This is an optimization exercise on Yosys and OpenROAD, whose aim is small area, a short achievable clock period and few clock cycles per item, not a production implementation. The RTL was checked by simulation tests, not by an equivalence proof against the original design. Power is estimated from default activity; no workload was simulated.

## acr_dma_copy
module acr_dma_copy #(
   parameter int ADDR_W     = 32,
   parameter int DATA_W     = 64,
   parameter int BURST_LEN  = 16,
   parameter int FIFO_DEPTH = 32
) (
   input  logic                acr_clk,
   input  logic                acr_rst,
   input  logic                cmd_valid,
   output logic                cmd_ready,
   input  logic [ADDR_W-1:0]   cmd_src,
   input  logic [ADDR_W-1:0]   cmd_dst,
   input  logic [15:0]         cmd_beats,
   output logic                busy,
   output logic                done,
   output logic                err,
   output logic [1:0]          dbg_state,
   output logic [ADDR_W-1:0]   axi_araddr,
   output logic [3:0]          axi_arlen,
   output logic                axi_arvalid,
   input  logic                axi_arready,
   input  logic [DATA_W-1:0]   axi_rdata,
   input  logic [1:0]          axi_rresp,
   input  logic                axi_rlast,
   input  logic                axi_rvalid,
   output logic                axi_rready,
   output logic [ADDR_W-1:0]   axi_awaddr,
   output logic [3:0]          axi_awlen,
   output logic                axi_awvalid,
   input  logic                axi_awready,
   output logic [DATA_W-1:0]   axi_wdata,
   output logic [DATA_W/8-1:0] axi_wstrb,
   output logic                axi_wlast,
   output logic                axi_wvalid,
   input  logic                axi_wready,
   input  logic [1:0]          axi_bresp,
   input  logic                axi_bvalid,
   output logic                axi_bready
);
Size in the first run: ~120 flip-flops, roughly 310 I/O pins.
export LEC_CHECK = 0
export CAP_MARGIN = 20
export CORE_MARGIN = 2
export CORE_UTILIZATION = 40
export SETUP_SLACK_MARGIN = 3.4
export SLEW_MARGIN = 20
create_clock -name core_clock -period 6.5 [get_ports {acr_clk}]
standard.sh (not shown) runs the stock make flow with config.mk's settings and CLKGATE_MAP_FILE= SYNTH_SCRIPT=/design/flow/synth_recipe.tcl, a recipe that flattens the netlist after the stock synthesis.
==> flow/flow/run.sh <==
#!/bin/bash
set -euo pipefail
cd "$(dirname "$0")/.."
export BUFFER_PORTS_ARGS="-buffer_cell sky130_fd_sc_hd__buf_1"
bash standard.sh > standard_make.log 2>&1
Testbench counts at the start, summed over its fixed seeds: cycles 47,140, beats 35,812.
Change:
--- a/flow/flow/run.sh
+++ b/flow/flow/run.sh
@@ -4,0 +5 @@
+export CTS_ARGS="-sink_clustering_enable -repair_clock_nets -dont_use_dummy_load -buf_list sky130_fd_sc_hd__clkbuf_8"
Settings changed: CORE_UTILIZATION 40 to 65, SETUP_SLACK_MARGIN 3.4 to 3.55.
Effect:
- The changed run completed without violations
- register-to-register slack improves by 0.04 ns
- via count is higher by a few percent
- critical path depth is unchanged
- core utilization is higher by 26 points
Change:
Settings changed: CORE_UTILIZATION 65 to 40.
The new run finished clean. Cell area rose slightly. Critical path depth fell by 5. Sequential share of layout area fell by 0.55 points. Cell count rose by a little under a tenth. Clock-buffer cell count stays the same. Flip-flop and latch count is unchanged. Worst hold slack got worse by 0.020 ns.
Change:
==> flow/flow/run.sh (replaced) <==
#!/bin/bash
set -euo pipefail
cd "$(dirname "$0")/.."
export BUFFER_PORTS_ARGS="-buffer_cell sky130_fd_sc_hd__buf_1"
bash standard.sh > standard_make.log 2>&1
Settings changed: CTS_BUF_LIST set to sky130_fd_sc_hd__clkbuf_8, CTS_CLUSTER_SIZE set to 30.
=> The changed run went through all stages and came out clean; synthesized area stays the same; global-route usage rose by 0.15 points; final area rose by about 2.3%; combinational power is about the same; power rose by 14%; die area stays the same; via count rose by 0.57%; non-clock buffer count stays the same; synthesized cell count does not change; worst hold slack barely changes.

---

## lane 1
acr_dma_copy, a different RTL version from the one above (not shown whole).
For scale: about 730 cells after synthesis, roughly 7200 µm² of cells after synthesis.
export LEC_CHECK = 0
export CAP_MARGIN = 20
export CORE_MARGIN = 2
export CORE_UTILIZATION = 40
export SETUP_SLACK_MARGIN = 3.62
export SLEW_MARGIN = 20
create_clock -name core_clock -period 6.5 [get_ports {acr_clk}]
==> flow/flow/run.sh <==
#!/bin/bash
set -euo pipefail
cd "$(dirname "$0")/.."
export BUFFER_PORTS_ARGS="-buffer_cell sky130_fd_sc_hd__buf_1"
export CTS_ARGS="-sink_clustering_enable -repair_clock_nets -dont_use_dummy_load -buf_list sky130_fd_sc_hd__clkbuf_8"
bash standard.sh > standard_make.log 2>&1
Testbench counts of lane 1, summed over its fixed seeds: cycles 47,140, beats 35,812.
The inputs of lane 2 differ from those of lane 1 as listed below.
diff --git a/flow/config.mk b/flow/config.mk
--- a/flow/config.mk
+++ b/flow/config.mk
@@ -6,7 +6,8 @@
 export NUM_CORES = 4
 export LEC_CHECK = 0
+export ABC_AREA = 1
 export CAP_MARGIN = 20
 export CORE_MARGIN = 2
 export CORE_UTILIZATION = 40
-export SETUP_SLACK_MARGIN = 3.62
+export SETUP_SLACK_MARGIN = 3.55
 export SLEW_MARGIN = 20
--- outcome ---
- Lane 2 | status: complete | timing, DRC, antenna: pass
- Power of lane 2 exceeds that of lane 1 by a few percent.
- When lane 2 is set beside lane 1, its critical path arrival turns out to be 110 ps larger.
- Delta (lane 2 minus lane 1): worst path setup slack after routing went down 120 ps, cell-internal power shows an increase of about 0.7%, register-to-register slack level, layout-stage area growth over the synthesis result fell 2.3 points.
### lane 2 -> lane 3
diff --git a/flow/config.mk b/flow/config.mk
--- a/flow/config.mk
+++ b/flow/config.mk
@@ -6,8 +6,8 @@
 export NUM_CORES = 4
 export LEC_CHECK = 0
-export ABC_AREA = 1
 export CAP_MARGIN = 20
 export CORE_MARGIN = 2
 export CORE_UTILIZATION = 40
+export PLACE_DENSITY = 0.8
 export SETUP_SLACK_MARGIN = 3.55
 export SLEW_MARGIN = 20
### Flow results
Lane 3 closes out successfully: all stages finished, all timing, DRC and antenna checks passed. Multi-input logic cell count (lower): lane 3. Non-clock buffer instance count of the final layout, lane 2 and lane 3: lower on lane 2. The final RePlAce weighted congestion in lane 3 sits 0.052 below the value recorded for lane 2. Lane 3: critical path's largest stage delay 400 ps above lane 2. Measured against each other, lane 2 and lane 3 differ in switching share of power, the lower figure coming from lane 3. Changes observed in lane 3 relative to lane 2: area growth from synthesis to layout grew by 2.5 points, synthesized cell count shrank by 29%, total setup buffers inserted after CTS grew by 4. Summary of lane 3 over lane 2: overall track demand over capacity in global routing went down by 1.9 points, critical path arrival shows an increase of 1380 ps, worst setup slack now sits higher.
### lane 3 -> lane 4
diff --git a/flow/config.mk b/flow/config.mk
--- a/flow/config.mk
+++ b/flow/config.mk
@@ -9,5 +9,5 @@
 export CORE_MARGIN = 2
 export CORE_UTILIZATION = 40
-export PLACE_DENSITY = 0.8
 export SETUP_SLACK_MARGIN = 3.55
 export SLEW_MARGIN = 20
+export TNS_END_PERCENT = 20
==> results.txt <==
Lane 4: all stages complete, timing, DRC and antenna checks passed
Critical path endpoint = ar_d[3]: lane 3; critical path endpoint = axi_wlast: lane 4
Compared to lane 3, lane 4 has buffers plus inverters on the worst setup path 1 lower.
On lane 4: area added between synthesis and finish is 0.47 points lower than what lane 3 gave.
| part of the total power dissipated in combinational logic | lane 4 vs lane 3 | 0.3 points lower |
Taking lane 3 as the reference point, the wire length of the first global-routing pass of lane 4 falls by 1.7%.
The final reports for lane 4 and lane 3 show power of the clock network higher in the former.

afterwards: timing with drivers on the ports:
No port has a modelled driver above. Below, the same layouts with a new extraction and two added sets of constraints. Step 1: set_driving_cell puts a clkbuf_16 on acr_clk and a buf_2 on each other input, an assumption about the parent block. Step 2 moves the port delays by t, midway between the first and last clock arrival at a register: inputs arrive t later, outputs are due t later. That takes back most of the time a late clock gives input paths. Three values: ideal, step 1, step 2; two values: the first two.
run | t, ns | slack for setup (ns) | clock arrival spread, ns | pins driven straight from the clock port
the first run of note 1 | 0.453 | 3.473 / 3.454 / 3.030 | 0.010 / 0.009 | 1
the second run of note 1 | 0.462 | 3.558 / 3.535 / 3.104 | 0.018 / 0.018 | 1
the third run of note 1 | 0.463 | 3.560 / 3.529 / 3.138 | 0.023 / 0.024 | 1
the fourth run of note 1 | 0.468 | 3.560 / 3.528 / 3.109 | 0.014 / 0.014 | 1
lane 1 | 0.456 | 3.545 / 3.516 / 3.131 | 0.017 / 0.016 | 1
lane 2 | 0.459 | 3.426 / 3.389 / 3.178 | 0.025 / 0.025 | 1
lane 3 | 0.457 | 3.524 / 3.495 / 3.039 | 0.028 / 0.029 | 1
lane 4 | 0.454 | 3.521 / 3.494 / 3.072 | 0.023 / 0.023 | 1
After both steps every run listed still meets setup and hold. The setup slack of lane 3, which loses most, moves by -0.029 ns with the drivers and by -0.485 ns with both steps.
